Source: an optimization exercise on an open RTL-to-GDS flow (aim: small area and a short achievable clock period). Production flows keep margins and buffers that such runs may drop.
Only simulation tests tie the RTL to the original design; equivalence was not proved.
Power is estimated from default activity; no workload was simulated.

File: flow/flow/run.sh
#!/bin/bash
set -euo pipefail
CTS="-sink_clustering_enable -repair_clock_nets -sink_clustering_size 14 -sink_clustering_max_diameter 50 -buf_list sky130_fd_sc_hd__clkbuf_8 -dont_use_dummy_load"
bash standard.sh MATCH_CELL_FOOTPRINT=0 \
    "BUFFER_PORTS_ARGS=-buffer_cell sky130_fd_sc_hd__buf_2" \
    "CTS_ARGS=$CTS" finish > flow_make.log 2>&1
File: flow/standard.sh
#!/bin/bash
# synth_recipe.tcl (not shown) runs the flow's synth.tcl, then flattens the netlist and writes it again
# the make line also repeats each setting of config.mk as NAME=value (left out here)
make -C /OpenROAD-flow-scripts/flow DESIGN_CONFIG=/design/flow/config.mk WORK_HOME=/design/flow/orfs CLKGATE_MAP_FILE= SYNTH_SCRIPT=/design/flow/synth_recipe.tcl "${@:-finish}"
File: flow/config.mk
export PLATFORM = sky130hd
export DESIGN_NAME = pq_sorted_path
export DESIGN_NICKNAME = pq_sorted_path
export VERILOG_FILES = /design/flow/design.v
export SDC_FILE = /design/flow/constraint.sdc
export NUM_CORES = 4
export LEC_CHECK = 0
export CAP_MARGIN = 20
export CORE_MARGIN = 2
export CORE_UTILIZATION = 55
export CTS_BUF_LIST = sky130_fd_sc_hd__clkbuf_8
export CTS_CLUSTER_DIAMETER = 50
export CTS_CLUSTER_SIZE = 14
export PLACE_DENSITY = 0.65
export SETUP_SLACK_MARGIN = 2.25
export SLEW_MARGIN = 20
File: flow/constraint.sdc
create_clock -name core_clock -period 5.5 [get_ports {system1000}]
set_input_delay 1.1000 -clock core_clock [delete_from_list [all_inputs] [get_ports {system1000}]]
set_output_delay 1.1000 -clock core_clock [all_outputs]
set_load 0.01 [all_outputs]
File: flow/design.v
package pq_pkg;
    localparam int PQ_KEY_W = 32;
    localparam int PQ_VAL_W = 32;
    localparam int PQ_DEPTH = 16;
    typedef struct packed {
        logic                valid;
        logic [PQ_KEY_W-1:0] key;
        logic [PQ_VAL_W-1:0] val;
    } pq_elem_t;
    typedef enum logic [1:0] {
        SHIFT_HOLD = 2'd0,
        SHIFT_UP   = 2'd1,
        SHIFT_DOWN = 2'd2,
        SHIFT_LOAD = 2'd3
    } pq_shift_e;
endpackage
module pq_key_gt
#(
    parameter int W = 32
) (
    input  logic [W-1:0] a,
    input  logic [W-1:0] b,
    output logic         gt
);
    localparam int LV = $clog2(W);
    logic [W-1:0] g [LV+1];
    logic [W-1:0] p [LV+1];
    always_comb begin
        for (int l = 0; l <= LV; l++) begin
            g[l] = '0;
            p[l] = '0;
        end
        g[0] = a & ~b;
        p[0] = a | ~b;
        for (int l = 1; l <= LV; l++) begin
            for (int n = 0; n < (W >> l); n++) begin
                g[l][n] = g[l-1][2*n+1] | (p[l-1][2*n+1] & g[l-1][2*n]);
                p[l][n] = p[l-1][2*n+1] & p[l-1][2*n];
            end
        end
        gt = g[LV][0];
    end
endmodule
module pq_sorted_path
#(
    parameter int KEY_W = pq_pkg::PQ_KEY_W,
    parameter int VAL_W = pq_pkg::PQ_VAL_W,
    parameter int DEPTH = pq_pkg::PQ_DEPTH
) (
    input  logic                         system1000,
    input  logic                         system1000_rst,
    input  logic                         push_valid,
    output logic                         push_ready,
    input  logic [KEY_W-1:0]             push_key,
    input  logic [VAL_W-1:0]             push_val,
    input  logic                         pop_valid,
    output logic                         pop_ready,
    output logic                         out_valid,
    output logic [KEY_W-1:0]             out_key,
    output logic [VAL_W-1:0]             out_val,
    output logic [$clog2(DEPTH+1)-1:0]   count,
    output logic                         empty,
    output logic                         full
);
    localparam int CNT_W = $clog2(DEPTH + 1);
    localparam int RW    = $clog2(DEPTH);
    logic [KEY_W-1:0] key_r  [DEPTH];
    logic [VAL_W-1:0] val_r  [DEPTH];
    logic [RW-1:0]    rank_r [DEPTH];
    logic [DEPTH-1:0] vld_r;
    logic [DEPTH-1:0] pend_r;      
    logic             has_pend_r;  
    logic [DEPTH-1:0] head_r;      
    logic             pend_min_r;  
    logic [DEPTH-1:0] gt_r;        
    logic             push_fire_s;
    logic             pop_fire_s;
    logic [DEPTH-1:0] rkd_s;       
    logic [DEPTH-1:0] head_s;      
    logic [DEPTH-1:0] free_s;      
    logic [DEPTH-1:0] gt_s;        
    logic             has_pend_s;
    logic             pend_min_s;  
    logic [DEPTH-1:0] min_s;       
    logic             pop_head_s;
    logic             ins_s;       
    logic [DEPTH-1:0] wsel_s;      
    logic [DEPTH-1:0] gpos_s;      
    logic [DEPTH-1:0] first_s;
    logic [RW-1:0]    rkd_cnt_s;   
    logic [RW-1:0]    rkd_cnt1_s;  
    logic [RW-1:0]    ins_rank0_s; 
    logic [RW-1:0]    ins_rank1_s; 
    logic [RW-1:0]    ins_rank_s;  
    logic [CNT_W-1:0] cnt_nxt_s;
    logic [RW-1:0]    rank_nxt_s [DEPTH];
    logic [DEPTH-1:0] vld_nxt_s;
    logic [DEPTH-1:0] head_nxt_s;
    logic [DEPTH-1:0] pend_nxt_s;
    logic [KEY_W-1:0] min_key_s;
    logic [VAL_W-1:0] min_val_s;
    assign pop_ready = ~empty;
    assign push_ready = ~full | pop_valid;
    assign push_fire_s = push_valid & push_ready;
    assign pop_fire_s  = pop_valid & pop_ready;
    for (genvar i = 0; i < DEPTH; i++) begin : g_cmp
        pq_key_gt #(.W(KEY_W)) u_gt (.a(key_r[i]), .b(push_key), .gt(gt_s[i]));
    end
    always_comb begin
        for (int i = 0; i < DEPTH; i++) begin
            rkd_s[i]  = vld_r[i] & ~pend_r[i];
            head_s[i] = head_r[i];
        end
    end
    assign has_pend_s = has_pend_r;
    assign pend_min_s = pend_min_r;
    assign min_s      = pend_min_s ? pend_r : head_s;
    assign pop_head_s = pop_fire_s & ~pend_min_s;
    assign ins_s      = has_pend_s & ~(pop_fire_s & pend_min_s);
    always_comb begin
        logic seen;
        seen = 1'b0;
        for (int i = 0; i < DEPTH; i++) begin
            free_s[i] = ~vld_r[i] & ~seen;
            seen      = seen | ~vld_r[i];
        end
    end
    assign wsel_s = full ? min_s : free_s;
    assign rkd_cnt_s  = RW'(count - CNT_W'(has_pend_s));
    assign rkd_cnt1_s = RW'(count - CNT_W'(has_pend_s) - CNT_W'(1));
    always_comb begin
        for (int p = 0; p < DEPTH; p++) begin
            gpos_s[p] = 1'b0;
            for (int i = 0; i < DEPTH; i++) begin
                gpos_s[p] = gpos_s[p] | (gt_r[i] & rkd_s[i] & (rank_r[i] == RW'(p)));
            end
        end
        first_s[0] = gpos_s[0];
        for (int p = 1; p < DEPTH; p++) begin
            first_s[p] = gpos_s[p] & ~gpos_s[p-1];
        end
        ins_rank0_s = (|gpos_s) ? RW'(0) : rkd_cnt_s;
        ins_rank1_s = (|gpos_s) ? RW'(0) : rkd_cnt1_s;
        for (int p = 1; p < DEPTH; p++) begin
            ins_rank0_s = ins_rank0_s | ({RW{first_s[p]}} & RW'(p));
            ins_rank1_s = ins_rank1_s | ({RW{first_s[p]}} & RW'(p - 1));
        end
    end
    assign ins_rank_s = pop_head_s ? ins_rank1_s : ins_rank0_s;
    always_comb begin
        min_key_s = '0;
        min_val_s = '0;
        for (int i = 0; i < DEPTH; i++) begin
            min_key_s = min_key_s | ({KEY_W{min_s[i]}} & key_r[i]);
            min_val_s = min_val_s | ({VAL_W{min_s[i]}} & val_r[i]);
        end
    end
    always_ff @(posedge system1000) begin
        for (int i = 0; i < DEPTH; i++) begin
            if (free_s[i] | (full & min_s[i] & push_valid & pop_valid)) begin
                key_r[i] <= push_key;
                val_r[i] <= push_val;
            end
        end
    end
    always_ff @(posedge system1000) begin
        gt_r       <= gt_s;
        pend_r     <= pend_nxt_s;
    end
    always_comb begin
        for (int i = 0; i < DEPTH; i++) begin
            if (pend_r[i]) begin
                rank_nxt_s[i] = ins_rank_s;
            end else if (ins_s & gt_r[i] & ~pop_head_s) begin
                rank_nxt_s[i] = rank_r[i] + RW'(1);
            end else if (pop_head_s & ~(ins_s & gt_r[i])) begin
                rank_nxt_s[i] = rank_r[i] - RW'(1);
            end else begin
                rank_nxt_s[i] = rank_r[i];
            end
        end
    end
    assign vld_nxt_s  = ({DEPTH{push_fire_s}} & wsel_s) | (vld_r & ~({DEPTH{pop_fire_s}} & min_s));
    assign pend_nxt_s = {DEPTH{push_fire_s}} & wsel_s;
    always_comb begin
        for (int i = 0; i < DEPTH; i++) begin
            if (pend_r[i]) begin
                head_nxt_s[i] = ins_s & (pop_head_s ? (gpos_s[1] | (rkd_cnt_s == RW'(1)))
                                                     : pend_min_s);
            end else begin
                head_nxt_s[i] = vld_nxt_s[i] & ~pend_nxt_s[i] & ~(ins_s & gt_r[i]) &
                                (pop_head_s ? (rank_r[i] == RW'(1)) : (rank_r[i] == RW'(0)));
            end
        end
    end
    always_ff @(posedge system1000) begin
        for (int i = 0; i < DEPTH; i++) begin
            rank_r[i] <= rank_nxt_s[i];
        end
    end
    always_ff @(posedge system1000) begin
        if (system1000_rst) begin
            has_pend_r <= 1'b0;
            pend_min_r <= 1'b0;
            head_r     <= '0;
        end else begin
            has_pend_r <= push_fire_s;
            pend_min_r <= push_fire_s & ~|(head_nxt_s & ~gt_s);
            head_r <= head_nxt_s;
        end
    end
    always_ff @(posedge system1000) begin
        if (system1000_rst) begin
            vld_r <= '0;
        end else begin
            vld_r <= vld_nxt_s;
        end
    end
    always_comb begin
        cnt_nxt_s = count;
        if (push_fire_s && !pop_fire_s) begin
            cnt_nxt_s = count + CNT_W'(1'b1);
        end else if (pop_fire_s && !push_fire_s) begin
            cnt_nxt_s = count - CNT_W'(1'b1);
        end
    end
    always_ff @(posedge system1000) begin
        if (system1000_rst) begin
            count     <= '0;
            empty     <= 1'b1;
            full      <= 1'b0;
            out_valid <= 1'b0;
        end else begin
            count     <= cnt_nxt_s;
            empty     <= (cnt_nxt_s == CNT_W'(0));
            full      <= (cnt_nxt_s == CNT_W'(DEPTH));
            out_valid <= pop_fire_s;
        end
    end
    always_ff @(posedge system1000) begin
        out_key <= min_key_s;
        out_val <= min_val_s;
    end
endmodule
==> flow_metrics.env, run 1 <==
export IMPL_chipHeight_um=327
export IMPL_setup_viol=0
export IMPL_cts_buffer_depth=3
export IMPL_cts_max_level=4
export IMPL_wire_per_inst_um=36.3
export IMPL_routed_wl_mm=223
export IMPL_synthArstFlopShare_pct=0
export IMPL_grt_max_degree=65
export IMPL_ys_seq_elements=1226
export IMPL_reg2reg_slack_ns=2.02
export IMPL_track_usage_pct=41.0
export IMPL_num_fill_cells=8090
export IMPL_crit_path_start_kind="flip-flop"
export IMPL_die_area_um2=107000
export IMPL_use_met1_pct=57.8
export IMPL_min_path_cells=2
export IMPL_fin_crit_ns=3.48
export IMPL_synth_cells=4530
export IMPL_synth_area_leaders="edfxtp_1 57%, dfxtp_1 4.8%, a221oi_1 4.1%, maj3_1 2.8%, a22o_1 2.7%"
export IMPL_drv_slew=0
export IMPL_place_inst=5893
export IMPL_rows=118
export IMPL_route_detailed_drc=0
export IMPL_fp_dieW_um=327
export IMPL_fmax_ghz=0.288
export IMPL_synth_edf_count=1088
export IMPL_r2r_end="rank_r[12][1]"
export IMPL_slew_limit_headroom_pct=20.2
export IMPL_use_met2_pct=59.5
export IMPL_hp_start="val_r[6][23]"
export IMPL_first_pass_iters=8
export IMPL_synth_cell_types=108
export IMPL_status="complete, no violations"
export IMPL_min_path_type="reg -> reg"
export IMPL_max_cap_violations=0
export IMPL_synthesis_area_um2=57400
export IMPL_worst_path_max_fanout=8
export IMPL_yosysTopAreaCell="edfxtp_1"
export IMPL_power_mw=18.6
export IMPL_rr_startpoint="rank_r[11][3]"
export IMPL_fin_ws_ns=2.02
export IMPL_place_ws_ns=0.431
export IMPL_dr_total_vias=44946
export IMPL_hold_viol_final=0
export IMPL_synth_seq_area_share_pct=61.7
export IMPL_grt_pass1_vias=42033
export IMPL_busiest_layer="met2"
export IMPL_timing_hold_ws_ns=0.479
export IMPL_fin_nets=4920
export IMPL_rsz0062_at_grt="true"
export IMPL_drt_initial_drc_count=7537
export IMPL_ant_nets=0
export IMPL_fin_crit_sh_pct=63.2
export IMPL_areaGrowthSynthToFinish_pct=11.7
export IMPL_clock_sinks=1226
export IMPL_root_buffer="clkbuf_8"
export IMPL_port_buffers=141
export IMPL_vdd_ir_drop_max_mv=0.248
export IMPL_grtUsageMet3_pct=11.0
export IMPL_yosysTopAreaCellShare_pct=56.9
export IMPL_fin_cells=6149
export IMPL_clk_transition_reported_paths_ns=0.07
export IMPL_crit_required_ns=6.03
export IMPL_syn_area_per_cell_um2=12.7
export IMPL_start_util_pct=55.5
export IMPL_syn_nets=4684
export IMPL_gp_congestion=1.03
export IMPL_grt_ovfl_total=0
export IMPL_hold_end="out_val[23]"
export IMPL_grt_antenna_before_repair=19
export IMPL_cts_tree="built"
export IMPL_grt_pass1_wl_mm=312
export IMPL_worstPathArrival_ns=4.01
export IMPL_timing_setup_tns_ns=0
export IMPL_vias_per_cell=7.31
export IMPL_cts_buffers_inserted=132
export IMPL_setup_worst_path_end_class="flip-flop"
export IMPL_power_density_nw_per_um2=290
export IMPL_ios=142
export IMPL_drive_gt1_share_pct=16.9
export IMPL_leakagePower_nw=21.8
export IMPL_timing_worst_setup_path_type="reg -> reg"
export IMPL_ys_warn_count=12
export IMPL_tightestPinTransition_ns=1.20
export IMPL_clock_skew_ns=0.108
export IMPL_synth_flop_cell="edfxtp_1"
export IMPL_ff2ff_path_depth=13
export IMPL_dpl_hpwl_mm=142
export IMPL_clock_latency_ns=0.89
export IMPL_design_core_area_um2=103000
cell families after synthesis:
group           count (synthesis)  synth area share, %
fa+ha+maj                     250                 4.74
flops                        1226                 61.7
mux                            88                 1.66
compound gates               1334                 17.6
xor+xnor                       57                0.869
simple gates                  983                 9.40
buf+inv                       592                 3.98
state kept, by name (all words and copies together) (netlist names):
signal      cells
out_valid       1
head_r         16
gt_r           16
vld_r          16
count           5
has_pend_r      1
empty           1
full            1
out_key        32
pend_r         16
pend_min_r      1
out_val        32
rank_r         64
val_r         512
key_r         512
worst max-delay path, cell delays in order (launching register included):
cell       delay [ns]
edfxtp_1         0.57
buf_4            0.23
nand3_1          0.11
o22ai_1          0.09
a2111o_1         0.42
a2111oi_4        0.35
buf_4            0.18
and2_4           0.15
o22ai_2          0.11
nor2_2           0.19
o211ai_2         0.15
a221oi_4         0.33
buf_6            0.24
a21oi_2          0.07
power breakdown:
part           leakage (nW)  internal [mW]  total (mW)  switching, mW
registers              11.0           10.4        10.7          0.270
clock network         0.949           2.13        5.15           3.02
logic                  9.84          0.993        2.74           1.75
total                  21.8           13.6        18.6           5.03
cells in the final DEF (no fill, tap or decap), types with 26 or more instances in the layout:
cell / synthesis / final
a21oi_1: 140 / 133
a221oi_1: 269 / 268
a222oi_1: 37 / 37
a22o_1: 177 / 177
a22oi_1: 54 / 54
a32oi_1: 26 / 26
and3_1: 31 / 29
buf_2: 22 / 131
buf_4: 1 / 204
clkbuf_8: 0 / 132
dfxtp_1: 138 / 110
edfxtp_1: 1088 / 1088
ha_1: 86 / 69
inv_1: 298 / 283
maj3_1: 162 / 156
mux2_4: 5 / 33
mux2i_1: 45 / 36
nand2_1: 209 / 206
nand2b_1: 81 / 74
nand3_1: 57 / 54
nand4_1: 108 / 108
nor2_1: 154 / 147
nor2b_1: 121 / 119
nor3_1: 56 / 47
o211ai_1: 29 / 29
o21ai_0: 165 / 151
o221ai_1: 34 / 33
o22ai_1: 153 / 140
xnor2_1: 36 / 36
metal layers:
metal  routed length, um  part of all wire, %
met4               11700                  5.2
met5                 168                0.075
met2               95000                   43
met1               86900                   39
met3               29600                   13
synthesized netlist by cell type (22+ instances only):
cell and number:
nand2_1 209, xnor2_1 36, maj3_1 162, nand3_1 57, o211ai_1 29, a22o_1 177, buf_2 22, nand4_1 108
nor2_1 154, and3_1 31, nor2b_1 121, a222oi_1 37, mux2i_1 45, edfxtp_1 1088, o221ai_1 34, clkbuf_1 218
a21oi_1 140, nand2b_1 81, dfxtp_1 138, a32oi_1 26, a22oi_1 54, buf_1 37, o22ai_1 153, inv_1 298
nor3_1 56, ha_1 86, mux2_2 36, or3_1 22, a221oi_1 269, o21ai_0 165
worst max path at each step:
stage | from | end | slack (ns)
after floorplan | pop_valid | key_r[10][0] | 2.23
after global placement | push_key[15] | pend_min_r | 0.46
after detailed placement | push_key[15] | pend_min_r | 0.43
after CTS | rank_r[5][1] | rank_r[8][1] | 2.12
after global routing | rank_r[9][1] | rank_r[12][1] | 1.98
final | rank_r[11][3] | rank_r[12][1] | 2.02
layout make-up:
| cell class | count | area (um^2) | share of cell area (%) |
|---|---|---|---|
| sequential | 1226 | 35500 | 55.4 |
| multi-input combinational | 2712 | 20900 | 32.6 |
| timing repair buffer | 384 | 2940 | 4.59 |
| clock buffer | 132 | 1820 | 2.83 |
| tap | 1380 | 1730 | 2.69 |
| inverter | 309 | 1210 | 1.89 |
| antenna | 5 | 12.5 | 0.0195 |
| timing repair inverter | 1 | 5.00 | 0.00780 |
through the flow:
step | util [%] | area [um^2]
after floorplan | - | 57700
after CTS | 61.4 | 63500
after global placement | 58.2 | 60300
after global routing | 62.0 | 64100
final | 62.0 | 64100
after detailed placement | 58.3 | 60300
what timing repair did:
item                                    4_1_cts  5_1_grt
gates cloned                                  3        0
pin swaps                                    41       39
hold buffers                                  0        0
resized for setup                           186       69
buffers inserted                             76       37
endpoints found under the setup margin      437      152
==> run 2: changes to the inputs <==
--- a/flow/config.mk
+++ b/flow/config.mk
@@ -14,3 +14,3 @@
 export PLACE_DENSITY = 0.65
-export SETUP_SLACK_MARGIN = 2.25
+export SETUP_SLACK_MARGIN = 2.5
 export SLEW_MARGIN = 20
==> run 2 against run 1 <==
Setup slack better by 0.011 ns. Clock skew is 0.014 ns lower. Sequential share of layout area is 0.74 points lower. Non-clock buffer count is 46 higher. Design area is 1.3% higher. Register-to-register slack hardly changed. Still clean. Core utilization is 0.83 points higher. Maximum frequency is 0.33% higher. Largest cell class unchanged. Routed wire length is 2.8% higher. Critical endpoint is now pend_min_r.
==> flow_metrics.env, run 2 <==
export IMPL_fin_crit_ns=3.46
export IMPL_cts_buffer_depth=3
export IMPL_reg_top3="key_r x512, val_r x512, rank_r x64"
export IMPL_areaGrowthSynthToFinish_pct=13.2
export IMPL_timing_worst_setup_path_type="reg -> reg"
export IMPL_grt_antenna_before_repair=10
export IMPL_synth_simple_gate_area_share_pct=9.40
export IMPL_synth_compound_area_share_pct=17.6
export IMPL_drv_slew=0
export IMPL_fp_dieW_um=327
export IMPL_use_met2_pct=59.6
export IMPL_busiest_layer="met2"
export IMPL_tightestPinTransition_ns=1.27
export IMPL_root_buffer="clkbuf_8"
export IMPL_cts_hold_buf=0
export IMPL_synth_edf_count=1088
export IMPL_synth_top_family_by_area="compound AO/OA/AOI/OAI gates"
export IMPL_leakagePower_nw=22.2
export IMPL_chipHeight_um=327
export IMPL_fmax_ghz=0.289
export IMPL_crit_chain="inv_1 > a222oi_1 > o2111ai_2 > nor4bb_4 > nand4_1 > nand3_2 > a21oi_2 > nor2_1 > nand4_1 > nor4_2"
export IMPL_cts_max_level=4
export IMPL_power_mw=18.7
export IMPL_cp_buffers_inverters=1
export IMPL_grt_max_degree=65
export IMPL_cp_top_family="simple AND/OR/NAND/NOR gates"
export IMPL_ios=142
export IMPL_die_area_um2=107000
export IMPL_clock_sinks=1226
export IMPL_crit_required_ns=6.23
export IMPL_synth_common_cells="1088 x edfxtp_1, 298 x inv_1, 269 x a221oi_1"
export IMPL_synth_cells=4530
export IMPL_clock_skew_ns=0.0940
export IMPL_clock_latency_ns=0.90
export IMPL_fin_crit_sh_pct=63.0
export IMPL_synth_area_leaders="edfxtp_1 57%, dfxtp_1 4.8%, a221oi_1 4.1%, maj3_1 2.8%, a22o_1 2.7%"
export IMPL_synthXorXnorAreaFrac_pct=0.869
export IMPL_use_met1_pct=59.2
export IMPL_rows=118
export IMPL_post_route_util_pct=62.8
export IMPL_hold_viol_final=0
export IMPL_dr_total_vias=45432
export IMPL_cts_tree="built"
export IMPL_syn_area_per_cell_um2=12.7
export IMPL_gp_congestion=1.05
export IMPL_grt_pass1_vias=42387
export IMPL_port_buffers=141
export IMPL_syn_nets=4684
export IMPL_slew_limit_headroom_pct=14.3
export IMPL_worst_path_max_fanout=2
export IMPL_final_cell_mix="1088 x edfxtp_1, 273 x inv_1, 266 x a221oi_1, 247 x buf_4, 204 x nand2_1"
export IMPL_wire_per_inst_um=37.0
export IMPL_status="complete, no violations"
export IMPL_ys_warn_count=12
export IMPL_ant_nets=0
export IMPL_drive_gt1_share_pct=19.3
export IMPL_crit_top_cell="nand4_1"
export IMPL_synthMuxAreaShare_pct=1.66
export IMPL_track_usage_pct=41.8
export IMPL_grt_pass1_wl_mm=318
export IMPL_dpl_hpwl_mm=145
export IMPL_power_density_nw_per_um2=288
export IMPL_drt_initial_drc_count=8245
export IMPL_synthArstFlopShare_pct=0
export IMPL_synth_flop_cell="edfxtp_1"
export IMPL_first_pass_iters=10
export IMPL_crit_path_start_kind="flip-flop"
export IMPL_grtUsageMet3_pct=11.2
export IMPL_timing_hold_ws_ns=0.472
export IMPL_synth_fa_ha_area_share_pct=4.74
export IMPL_yosysTopAreaCellShare_pct=56.9
export IMPL_crit_path_top_delay_cell="a222oi_1"
export IMPL_routed_wl_mm=230
export IMPL_grt_ovfl_total=0
export IMPL_vdd_ir_drop_max_mv=0.273
export IMPL_cts_buffers_inserted=134
export IMPL_vias_per_cell=7.33
export IMPL_slowest_delay_ns=0.87
export IMPL_fin_nets=4973
export IMPL_worstPathArrival_ns=4.19
export IMPL_design_core_area_um2=103000
export IMPL_setup_worst_path_end_class="flip-flop"
export IMPL_clk_transition_reported_paths_ns=0.09
export IMPL_synth_cell_types=108
export IMPL_route_detailed_drc=0
export IMPL_timing_setup_tns_ns=0
export IMPL_synth_most_common_cell="edfxtp_1"
export IMPL_yosysTopAreaCell="edfxtp_1"
export IMPL_min_path_type="reg -> reg"
export IMPL_synthesis_area_um2=57400
export IMPL_setup_viol=0
export IMPL_layout_commonest_cell="edfxtp_1"
export IMPL_ys_seq_elements=1226
export IMPL_rsz0062_at_grt="true"
export IMPL_synth_seq_area_share_pct=61.7
export IMPL_max_cap_violations=0
export IMPL_num_fill_cells=7987
export IMPL_start_util_pct=55.5
## run 2: cell counts after synthesis
No cell type changed its count.
## run 2: cell type report
cell class / count / area, um^2 / share of cell area (%)
timing repair buffer: 430 / 3340 / 5.15
inverter: 309 / 1240 / 1.91
clock buffer: 134 / 1840 / 2.84
tap: 1380 / 1730 / 2.66
antenna: 3 / 7.51 / 0.0116
multi-input combinational: 2713 / 21300 / 32.8
sequential: 1226 / 35500 / 54.6
timing repair inverter: 5 / 27.5 / 0.0424
## run 2: repair_timing
item | 4_1_cts | 5_1_grt
pin swaps | 58 | 54
setup endpoints to repair | 360 | 137
setup buffers | 82 | 70
gates cloned | 7 | 2
gates resized for setup | 216 | 164
## run 2: through the flow
step / std cells / setup slack, ns / area (um^2)
floorplan: 4530 / 2.22 / 57800
global placement: 5899 / 0.299 / 60300
detailed placement: 5901 / 0.628 / 60300
CTS: 6124 / 2.20 / 63700
global route: 6198 / 2.01 / 65000
finish: 6200 / 2.04 / 65000
## run 2: report_power, final
part           leakage, nW  internal, mW  switching (mW)
sequential            11.0          10.4           0.252
clock                0.963          2.16            3.07
combinational         10.1          1.02            1.79
total                 22.2          13.6            5.11
## run 2: final timing paths
check	from	endpoint	slack (ns)	cells past startpoint
worst max-delay path	key_r[11][24]	pend_min_r	2.04	10
worst max register to register	key_r[11][24]	pend_min_r	2.04	10
worst min register to register	val_r[4][12]	out_val[12]	0.47	2
worst min-delay path	val_r[4][12]	out_val[12]	0.47	2
## run 2: logic make-up (layout without fill, tap and decap cells)
family | Yosys count | after routing
AOI/OAI and AO/OA | 1334 | 1334
xor gates and xnor gates | 57 | 57
adders and majority gates | 250 | 250
buffers and inverters | 592 | 878
DFF | 1226 | 1226
muxes | 88 | 89
other | 0 | 3
and+or+nand+nor | 983 | 983
## run 2: worst min-delay path, stage by stage (launching register included)
cell and delay, ns:
edfxtp_1 0.33, a221oi_1 0.07, nand4_1 0.06
## run 2: metal layers
| metal | routed length (um) | part of all wire, % |
|---|---|---|
| met1 | 88200 | 38 |
| met2 | 96500 | 42 |
| met3 | 31400 | 14 |
| met4 | 13600 | 5.9 |
| met5 | 81 | 0.035 |
==> run 3: changes to the inputs <==
--- a/flow/config.mk
+++ b/flow/config.mk
@@ -16 +16,2 @@
 export SLEW_MARGIN = 20
+export TNS_END_PERCENT = 20
==> run 3 against run 2 <==
Core utilization shrank 0.93 points. Design area shrank 1.5%. Sequential power is essentially flat. Clock-buffer cell count grew 2. Area after synthesis is the same. Register-to-register slack lost 0.05 ns. Clock skew shrank 0.0068 ns. Power shrank 0.12%. Clock power is essentially flat. First-iteration DRC count grew 0.27%. Synthesized cell count is the same. Sequential cell count is the same. Critical path type is now in -> reg. Still clean on timing, DRC and antenna.
==> flow_metrics.env, run 3 <==
export IMPL_clock_sinks=1226
export IMPL_synth_seq_area_share_pct=61.7
export IMPL_status="complete, no violations"
export IMPL_synth_area_leaders="edfxtp_1 57%, dfxtp_1 4.8%, a221oi_1 4.1%, maj3_1 2.8%, a22o_1 2.7%"
export IMPL_first_pass_iters=9
export IMPL_synthesis_area_um2=57400
export IMPL_min_path_type="reg -> reg"
export IMPL_yosysTopAreaCellShare_pct=56.9
export IMPL_fp_dieW_um=327
export IMPL_worst_path_max_fanout=30
export IMPL_fin_crit_ns=3.57
export IMPL_rr_startpoint="vld_r[11]"
export IMPL_ff2ff_path_depth=12
export IMPL_setup_viol=0
export IMPL_min_path_cells=2
export IMPL_ys_seq_elements=1226
export IMPL_drive_gt1_share_pct=16.4
export IMPL_root_buffer="clkbuf_8"
export IMPL_p_seq_share_pct=57.1
export IMPL_synth_common_cells="1088 x edfxtp_1, 298 x inv_1, 269 x a221oi_1"
export IMPL_routed_wl_mm=226
export IMPL_synthArstFlopShare_pct=0
export IMPL_grt_max_degree=65
export IMPL_start_util_pct=55.5
export IMPL_syn_area_per_cell_um2=12.7
export IMPL_grt_ovfl_total=0
export IMPL_design_core_area_um2=103000
export IMPL_tightestPinTransition_ns=1.18
export IMPL_synthMuxAreaShare_pct=1.66
export IMPL_drv_slew=0
export IMPL_endpoint="pend_min_r"
export IMPL_fmax_ghz=0.280
export IMPL_clk_transition_reported_paths_ns=0.07
export IMPL_track_usage_pct=41.4
export IMPL_use_met2_pct=59.9
export IMPL_grt_antenna_before_repair=18
export IMPL_reg2reg_slack_ns=1.99
export IMPL_cts_buffer_depth=3
export IMPL_power_density_nw_per_um2=292
export IMPL_ios=142
export IMPL_power_mw=18.7
export IMPL_synth_cells=4530
export IMPL_synth_compound_area_share_pct=17.6
export IMPL_cp_startpoint="push_key[10]"
export IMPL_internal_power_mw=13.6
export IMPL_vdd_ir_drop_max_mv=0.265
export IMPL_rsz0062_at_grt="true"
export IMPL_slew_limit_headroom_pct=21.1
export IMPL_layout_commonest_cell="edfxtp_1"
export IMPL_reg_top3="key_r x512, val_r x512, rank_r x64"
export IMPL_cts_buffers_inserted=136
export IMPL_syn_nets=4684
export IMPL_num_fill_cells=8049
export IMPL_fin_nets=4897
export IMPL_drt_initial_drc_count=8267
export IMPL_yosysTopAreaCell="edfxtp_1"
export IMPL_synth_fa_ha_area_share_pct=4.74
export IMPL_crit_required_ns=6.21
export IMPL_dpl_hpwl_mm=144
export IMPL_synth_simple_gate_area_share_pct=9.40
export IMPL_regArea_um2=35500
export IMPL_grtUsageMet3_pct=10.4
export IMPL_grt_pass1_wl_mm=315
export IMPL_setup_worst_path_end_class="flip-flop"
export IMPL_power_switching_mw=5.07
export IMPL_timing_worst_setup_path_type="in -> reg"
export IMPL_busiest_layer="met2"
export IMPL_worstPathArrival_ns=4.28
export IMPL_port_buffers=141
export IMPL_die_area_um2=107000
export IMPL_leakagePower_nw=21.8
export IMPL_final_cell_mix="1088 x edfxtp_1, 286 x inv_1, 267 x a221oi_1, 205 x nand2_1, 182 x buf_4"
export IMPL_switching_share_pct=27.1
export IMPL_rows=118
export IMPL_clock_latency_ns=0.89
export IMPL_ant_nets=0
export IMPL_clock_power_share_pct=27.9
export IMPL_r2r_end="rank_r[9][1]"
export IMPL_cts_tree="built"
export IMPL_synth_top_family_by_area="compound AO/OA/AOI/OAI gates"
export IMPL_synth_edf_count=1088
export IMPL_timing_setup_tns_ns=0
export IMPL_clock_skew_ns=0.0872
export IMPL_synth_cell_types=108
export IMPL_synth_flop_cell="edfxtp_1"
export IMPL_dr_total_vias=44873
export IMPL_route_detailed_drc=0
export IMPL_wire_per_inst_um=36.9
export IMPL_vias_per_cell=7.32
export IMPL_crit_path_start_kind="input port"
export IMPL_multi_input_area_um2=21000
export IMPL_hold_viol_final=0
export IMPL_use_met1_pct=59.3
export IMPL_cts_hold_buf=0
export IMPL_areaGrowthSynthToFinish_pct=11.5
export IMPL_cts_max_level=4
export IMPL_synthXorXnorAreaFrac_pct=0.869
export IMPL_combPwrFrac_pct=14.9
export IMPL_synth_most_common_cell="edfxtp_1"
export IMPL_gp_congestion=1.04
export IMPL_ys_warn_count=12
export IMPL_max_cap_violations=0
export IMPL_fin_crit_sh_pct=64.9
export IMPL_chipHeight_um=327
export IMPL_grt_pass1_vias=41979
## run 3: worst max-delay path, stage by stage
cell       delay (ns)
buf_2            0.17
buf_4            0.34
nor2b_1          0.10
maj3_1           0.38
a221oi_1         0.35
o21ai_0          0.35
a211oi_1         0.58
o2111ai_1        0.33
a21oi_1          0.32
a2111oi_2        0.09
nand4_1          0.10
nor4_1           0.05
## run 3: cells by family after synthesis
family,Yosys count
compound gates,1334
xor+xnor,57
fa+ha+maj,250
buf+inv,592
flops,1226
mux,88
simple gates,983
## run 3: power by group through the flow
stage | registers [mW] | logic [mW] | clock network (mW)
floorplan | 10.8 | 1.35 | 0
finish | 10.7 | 2.80 | 5.22
CTS | 10.7 | 2.61 | 5.26
global placement | 10.9 | 2.23 | 0
detailed placement | 10.9 | 2.25 | 0
global route | 10.7 | 2.91 | 5.58
## run 3: worst min path at each step
stage | from | to
after CTS | val_r[1][31] | out_val[31]
after detailed placement | val_r[8][22] | out_val[22]
final | val_r[1][31] | out_val[31]
after global placement | val_r[8][22] | out_val[22]
after global routing | val_r[13][31] | out_val[31]
after floorplan | val_r[8][0] | out_val[0]
## run 3: per-stage QoR
stage	setup WS [ns]	cells	hold WS, ns	instance area [um^2]	utilization, %
global placement	0.431	5897	0.459	60400	58.3
global route	1.93	6125	0.465	64000	61.8
floorplan	2.19	4530	0.447	57700	-
detailed placement	0.491	5899	0.468	60400	58.4
finish	1.93	6132	0.456	64000	61.9
CTS	2.11	6100	0.450	63500	61.4
## run 3: layer usage
layer  vias to the layer above  routed length [um]
li1                      18313                   -
met1                     22265               87700
met2                      3620               96600
met3                       657               30800
met4                        18               11300
met5                         -                 110
## run 3: area by class of cell
cell class,instances,area share [%]
diodes,11,0.0430
inverters,309,1.86
clock buffers,136,2.92
repair buffers,358,4.29
multi-input cells,2712,32.7
flip-flops and latches,1226,55.4
well taps,1380,2.70
## run 3: timing repair
item	in CTS	in global routing
setup endpoints to repair	551	105
cloned	2	0
gates resized for setup	177	50
pin swaps	56	29
buffers inserted	63	21
==> run 4: changes to the inputs <==
--- a/flow/config.mk
+++ b/flow/config.mk
@@ -14,4 +14,3 @@
 export PLACE_DENSITY = 0.65
-export SETUP_SLACK_MARGIN = 2.5
+export SETUP_SLACK_MARGIN = 2.75
 export SLEW_MARGIN = 20
-export TNS_END_PERCENT = 20
==> run 4 against run 3 <==
Clock-buffer cell count grew 2. Power rose by 1.5%. Synthesized cell count unchanged. Routed wire length up 1.6%. Design area rose by 3.2%. Via count is 2.5% higher. Critical endpoint is now rank_r[8][3]. Largest cell class unchanged.
==> flow_metrics.env, run 4 <==
export IMPL_status="complete, no violations"
export IMPL_hold_viol_final=0
export IMPL_power_density_nw_per_um2=287
export IMPL_rsz0062_at_grt="true"
export IMPL_worstPathArrival_ns=4.16
export IMPL_yosysTopAreaCellShare_pct=56.9
export IMPL_dr_total_vias=45999
export IMPL_syn_nets=4684
export IMPL_synth_common_cells="1088 x edfxtp_1, 298 x inv_1, 269 x a221oi_1"
export IMPL_final_cell_mix="1088 x edfxtp_1, 276 x inv_1, 264 x a221oi_1, 244 x buf_4, 205 x nand2_1"
export IMPL_grt_ovfl_total=0
export IMPL_reg_top3="key_r x512, val_r x512, rank_r x64"
export IMPL_vias_per_cell=7.36
export IMPL_clk_transition_reported_paths_ns=0.09
export IMPL_power_mw=19.0
export IMPL_clock_skew_ns=0.0824
export IMPL_ys_warn_count=12
export IMPL_fmax_ghz=0.288
export IMPL_synth_flop_cell="edfxtp_1"
export IMPL_chipHeight_um=327
export IMPL_cts_hold_buf=0
export IMPL_vdd_ir_drop_max_mv=0.267
export IMPL_cts_max_level=4
export IMPL_wire_per_inst_um=36.8
export IMPL_grt_antenna_before_repair=19
export IMPL_place_inst=5893
export IMPL_crit_required_ns=6.19
export IMPL_fin_crit_ns=3.47
export IMPL_start_util_pct=55.5
export IMPL_synth_cell_types=108
export IMPL_ant_nets=0
export IMPL_synthArstFlopShare_pct=0
export IMPL_first_pass_iters=14
export IMPL_grt_pass1_wl_mm=320
export IMPL_drive_gt1_share_pct=20.6
export IMPL_tightestPinTransition_ns=1.23
export IMPL_fin_cells=6246
export IMPL_leakagePower_nw=22.6
export IMPL_layout_commonest_cell="edfxtp_1"
export IMPL_place_ws_ns=0.503
export IMPL_port_buffers=141
export IMPL_worst_path_max_fanout=15
export IMPL_ios=142
export IMPL_synth_cells=4530
export IMPL_drv_slew=0
export IMPL_fin_ws_ns=2.03
export IMPL_dpl_cell_area_um2=60300
export IMPL_synthesis_area_um2=57400
export IMPL_fin_crit_sh_pct=63.1
export IMPL_synth_seq_area_share_pct=61.7
export IMPL_track_usage_pct=42.0
export IMPL_grt_max_degree=65
export IMPL_cts_buffers_inserted=138
export IMPL_cts_tree="built"
export IMPL_min_path_cells=2
export IMPL_areaGrowthSynthToFinish_pct=15.1
export IMPL_setup_viol=0
export IMPL_num_fill_cells=7906
export IMPL_ff2ff_path_depth=12
export IMPL_timing_worst_setup_path_type="reg -> reg"
export IMPL_root_buffer="clkbuf_8"
export IMPL_dpl_hpwl_mm=142
export IMPL_synth_most_common_cell="edfxtp_1"
export IMPL_synth_area_leaders="edfxtp_1 57%, dfxtp_1 4.8%, a221oi_1 4.1%, maj3_1 2.8%, a22o_1 2.7%"
export IMPL_synth_edf_count=1088
export IMPL_min_path_type="reg -> reg"
export IMPL_routed_wl_mm=230
export IMPL_post_route_util_pct=63.9
export IMPL_slew_limit_headroom_pct=16.9
export IMPL_fin_nets=5012
export IMPL_clock_latency_ns=0.88
export IMPL_setup_worst_path_end_class="flip-flop"
export IMPL_crit_path_start_kind="flip-flop"
export IMPL_timing_hold_ws_ns=0.482
export IMPL_drt_initial_drc_count=8512
export IMPL_yosysTopAreaCell="edfxtp_1"
export IMPL_rows=118
export IMPL_timing_setup_tns_ns=0
export IMPL_ys_seq_elements=1226
export IMPL_route_detailed_drc=0
export IMPL_clock_sinks=1226
export IMPL_design_area_um2=66100
export IMPL_gp_congestion=1.04
export IMPL_cts_buffer_depth=3
export IMPL_die_area_um2=107000
export IMPL_max_cap_violations=0
export IMPL_grt_pass1_vias=43223
export IMPL_syn_area_per_cell_um2=12.7
export IMPL_design_core_area_um2=103000
export IMPL_fp_dieW_um=327
==> run 4: cell counts after synthesis <==
Identical to the previous run, type by type.
==> run 4: what timing repair did <==
action,CTS,global route
resized for setup,376,127
endpoints found under the setup margin,892,159
cloned,10,6
buffers inserted,135,54
pin swaps,94,44
==> run 4: layout make-up <==
cell class	instances	area [um^2]	area share [%]
Antenna cell	10	25.0	0.0379
Tap cell	1380	1730	2.61
Clock buffer	138	1900	2.87
Timing Repair inverter	4	22.5	0.0341
Timing Repair Buffer	465	4070	6.16
Inverter	309	1240	1.88
Multi-Input combinational cell	2714	21600	32.7
Sequential cell	1226	35500	53.7
==> run 4: per-layer routing <==
metal / share of wire, % / global-route usage, % / vias up
li1: - / - / 18558
met1: 38 / 58.9 / 22700
met2: 42 / 60.3 / 3914
met3: 14 / 12.6 / 809
met4: 5.5 / 19.3 / 18
met5: 0.056 / 0 / -
==> run 4: kinds of logic (layout without fill, tap and decap cells) <==
| kind of cell | Yosys count | count (layout) | synth area share (%) |
|---|---|---|---|
| xor+xnor | 57 | 57 | 0.869 |
| flops | 1226 | 1226 | 61.7 |
| other cells | 0 | 10 | 0 |
| buf+inv | 592 | 916 | 3.98 |
| compound gates | 1334 | 1335 | 17.6 |
| fa+ha+maj | 250 | 250 | 4.74 |
| mux | 88 | 89 | 1.66 |
| simple gates | 983 | 983 | 9.40 |
==> run 4: report_power, final <==
group | switching (mW) | internal (mW) | leakage [nW]
clock network | 3.05 | 2.22 | 0.992
registers | 0.259 | 10.4 | 11.0
logic | 1.86 | 1.16 | 10.6
==> run 4: worst paths after layout <==
| path | to | from | slack (ns) |
|---|---|---|---|
| min | out_val[16] | val_r[5][16] | 0.48 |
| max | rank_r[8][3] | rank_r[15][2] | 2.03 |
| max reg2reg | rank_r[8][3] | rank_r[15][2] | 2.03 |
| min reg2reg | out_val[16] | val_r[5][16] | 0.48 |
==> run 4: critical path: stages (launching register included) <==
cell,delay (ns)
edfxtp_1,0.83
and3b_1,0.26
a2111o_1,0.33
nor3_4,0.27
nand4_1,0.18
nor4_4,0.39
buf_4,0.18
and3_1,0.16
nand2_1,0.06
nand4_1,0.15
buf_4,0.17
clkbuf_16,0.19
mux2_4,0.15
==> run 5: changes to the inputs <==
--- a/flow/config.mk
+++ b/flow/config.mk
@@ -9,3 +9,3 @@
 export CORE_MARGIN = 2
-export CORE_UTILIZATION = 55
+export CORE_UTILIZATION = 60
 export CTS_BUF_LIST = sky130_fd_sc_hd__clkbuf_8
@@ -13,4 +13,4 @@
 export CTS_CLUSTER_SIZE = 14
-export PLACE_DENSITY = 0.65
-export SETUP_SLACK_MARGIN = 2.75
+export PLACE_DENSITY = 0.7
+export SETUP_SLACK_MARGIN = 2.25
 export SLEW_MARGIN = 20
==> run 5 against run 4 <==
Still clean on timing, DRC and antenna. Hold slack got worse by 0.00065 ns. Power is 2.8% lower. Setup slack lost 0.087 ns. Highest routed layer unchanged.
==> flow_metrics.env, run 5 <==
export IMPL_status="complete, no violations"
export IMPL_root_buffer="clkbuf_8"
export IMPL_synthXorXnorAreaFrac_pct=0.869
export IMPL_dpl_hpwl_mm=140
export IMPL_max_cap_violations=0
export IMPL_slew_limit_headroom_pct=11.7
export IMPL_synth_most_common_cell="edfxtp_1"
export IMPL_dr_total_vias=45831
export IMPL_synth_flop_cell="edfxtp_1"
export IMPL_wire_per_inst_um=37.2
export IMPL_synth_top_family_by_area="compound AO/OA/AOI/OAI gates"
export IMPL_setup_viol=0
export IMPL_min_path_type="reg -> reg"
export IMPL_crit_required_ns=6.06
export IMPL_synth_cell_types=108
export IMPL_vias_per_cell=7.59
export IMPL_yosysTopAreaCellShare_pct=56.9
export IMPL_start_util_pct=60.5
export IMPL_cts_buffer_depth=3
export IMPL_ios=142
export IMPL_p_seq_share_pct=58.0
export IMPL_timing_worst_setup_path_type="reg -> reg"
export IMPL_hold_viol_final=0
export IMPL_port_buffers=141
export IMPL_fin_crit_sh_pct=64.7
export IMPL_layout_commonest_cell="edfxtp_1"
export IMPL_synth_seq_area_share_pct=61.7
export IMPL_synth_edf_count=1088
export IMPL_syn_area_per_cell_um2=12.7
export IMPL_ys_seq_elements=1226
export IMPL_leakagePower_nw=21.8
export IMPL_syn_nets=4684
export IMPL_crit_path_start_kind="flip-flop"
export IMPL_place_inst=5761
export IMPL_grt_ovfl_total=0
export IMPL_rsz0062_at_grt="true"
export IMPL_synth_fa_ha_area_share_pct=4.74
export IMPL_ff2ff_path_depth=14
export IMPL_power_density_nw_per_um2=288
export IMPL_synthMuxAreaShare_pct=1.66
export IMPL_synth_area_leaders="edfxtp_1 57%, dfxtp_1 4.8%, a221oi_1 4.1%, maj3_1 2.8%, a22o_1 2.7%"
export IMPL_reg_top3="key_r x512, val_r x512, rank_r x64"
export IMPL_power_mw=18.4
export IMPL_synth_simple_gate_area_share_pct=9.40
export IMPL_dpl_cell_area_um2=60000
export IMPL_design_core_area_um2=94900
export IMPL_clk_transition_reported_paths_ns=0.08
export IMPL_clock_power_share_pct=26.3
export IMPL_synthesis_area_um2=57400
export IMPL_design_area_um2=64100
export IMPL_tightestPinTransition_ns=1.32
export IMPL_cts_max_level=3
export IMPL_cts_buffers_inserted=120
export IMPL_switching_share_pct=27.3
export IMPL_synthArstFlopShare_pct=0
export IMPL_yosysTopAreaCell="edfxtp_1"
export IMPL_setup_worst_path_end_class="flip-flop"
export IMPL_grt_pass1_vias=43101
export IMPL_final_cell_mix="1088 x edfxtp_1, 276 x inv_1, 266 x a221oi_1, 207 x nand2_1, 206 x buf_4"
export IMPL_cts_tree="built"
export IMPL_fp_dieW_um=313
export IMPL_vdd_ir_drop_max_mv=0.289
export IMPL_worst_path_max_fanout=8
export IMPL_ys_warn_count=12
export IMPL_gp_congestion=1.06
export IMPL_drive_gt1_share_pct=17.6
export IMPL_clock_skew_ns=0.104
export IMPL_clock_sinks=1226
export IMPL_fin_crit_ns=3.56
export IMPL_areaGrowthSynthToFinish_pct=11.6
export IMPL_fin_nets=4919
export IMPL_post_route_util_pct=67.6
export IMPL_grt_antenna_before_repair=18
export IMPL_power_switching_mw=5.03
export IMPL_track_usage_pct=44.7
export IMPL_ant_nets=0
export IMPL_grt_max_degree=65
export IMPL_clock_latency_ns=0.88
export IMPL_synth_common_cells="1088 x edfxtp_1, 298 x inv_1, 269 x a221oi_1"
export IMPL_fin_cells=6038
export IMPL_chipHeight_um=313
export IMPL_fmax_ghz=0.281
export IMPL_cts_hold_buf=0
export IMPL_rows=113
export IMPL_route_detailed_drc=0
export IMPL_worstPathArrival_ns=4.12
export IMPL_timing_setup_tns_ns=0
export IMPL_routed_wl_mm=225
export IMPL_drv_slew=0
export IMPL_synth_cells=4530
export IMPL_combPwrFrac_pct=15.7
export IMPL_internal_power_mw=13.4
export IMPL_min_path_cells=2
export IMPL_drt_initial_drc_count=9385
export IMPL_grt_pass1_wl_mm=313
export IMPL_first_pass_iters=9
export IMPL_synth_compound_area_share_pct=17.6
export IMPL_die_area_um2=98200
## run 5: cell counts after synthesis
No cell type changed its count.
## run 5: cell families after synthesis
kind of cell / count (synthesis)
xor+xnor: 57
buf+inv: 592
flops: 1226
fa+ha+maj: 250
simple gates: 983
mux: 88
compound gates: 1334
## run 5: metrics by stage
step	hold WS [ns]	setup WS, ns
6_report	0.481	1.94
4_1_cts	0.484	2.06
3_3_place_gp	0.463	0.0890
2_1_floorplan	0.447	2.23
5_1_grt	0.497	1.87
3_5_place_dp	0.473	0.836
## run 5: path summary, 6_finish.rpt
path	from	slack [ns]	end
worst max register to register	rank_r[10][1]	1.94	rank_r[13][0]
worst min register to register	val_r[3][5]	0.48	out_val[5]
worst min-delay path	val_r[3][5]	0.48	out_val[5]
worst max-delay path	rank_r[10][1]	1.94	rank_r[13][0]
## run 5: what timing repair did
item,CTS,global route
gates cloned,6,3
gates resized for setup,237,68
setup buffers,103,34
endpoints found under the setup margin,358,72
pin swaps,39,37
## run 5: area by class of cell
| type | count | area [um^2] |
|---|---|---|
| Inverter | 309 | 1230 |
| Timing Repair Buffer | 390 | 3000 |
| Clock buffer | 120 | 1650 |
| Timing Repair inverter | 5 | 27.5 |
| Multi-Input combinational cell | 2713 | 21100 |
| Sequential cell | 1226 | 35500 |
| Antenna cell | 10 | 25.0 |
| Fill cell | 6809 | 30800 |
| Tap cell | 1265 | 1580 |
## run 5: power groups by stage
stage / registers, mW / clock network [mW] / logic (mW)
3_3_place_gp: 10.9 / 0 / 2.21
4_1_cts: 10.7 / 4.83 / 2.63
3_5_place_dp: 10.9 / 0 / 2.24
6_report: 10.7 / 4.85 / 2.89
5_1_grt: 10.7 / 5.14 / 2.97
2_1_floorplan: 10.8 / 0 / 1.35
## run 5: worst max-delay path: stages (launching register included)
cell and delay (ns):
edfxtp_1 0.47, buf_6 0.16, ha_4 0.15, nand4b_1 0.17, buf_4 0.16, nor3b_2 0.05
nor3_4 0.31, nand3_2 0.13, or2_4 0.27, a222oi_1 0.47, and3_4 0.27, a31oi_4 0.05
a21oi_4 0.26, clkbuf_16 0.25, mux2i_1 0.08
## run 5: metal layers
layer | wire (um) | up-vias | GRT usage, %
met5 | 204 | - | 0
met1 | 81000 | 22126 | 61.8
met2 | 94000 | 4406 | 63.8
met3 | 35600 | 940 | 14.4
li1 | - | 18341 | -
met4 | 13900 | 18 | 22.7

## what the ideal ports hide
In the flow no input, the clock included, has a driving cell. The finished layouts below were timed again as built, in two steps.
Step 1, drivers: a clkbuf_16 drives system1000 and a buf_2 each remaining input, both assumed.
Step 2 moves the port delays by t, midway between the first and last clock arrival at a register: inputs arrive t later, outputs are due t later. That takes back most of the time a late clock gives input paths.
Three values: ideal, step 1, step 2; two values: the first two.
run | shift t [ns] | setup WS [ns] | cell pins on the clock port's net
run 1 | 0.908 | 2.025 / 2.025 / 1.194 | 1
run 2 | 0.920 | 2.036 / 2.036 / 1.196 | 1
run 3 | 0.915 | 1.932 / 1.983 / 1.068 | 1
run 4 | 0.908 | 2.028 / 2.028 / 1.237 | 1
run 5 | 0.890 | 1.940 / 1.940 / 1.166 | 1
After both steps setup and hold are still met in every run listed. For run 3, which loses most, drivers alone change the setup slack by +0.051 ns; drivers and shift together by -0.864 ns.
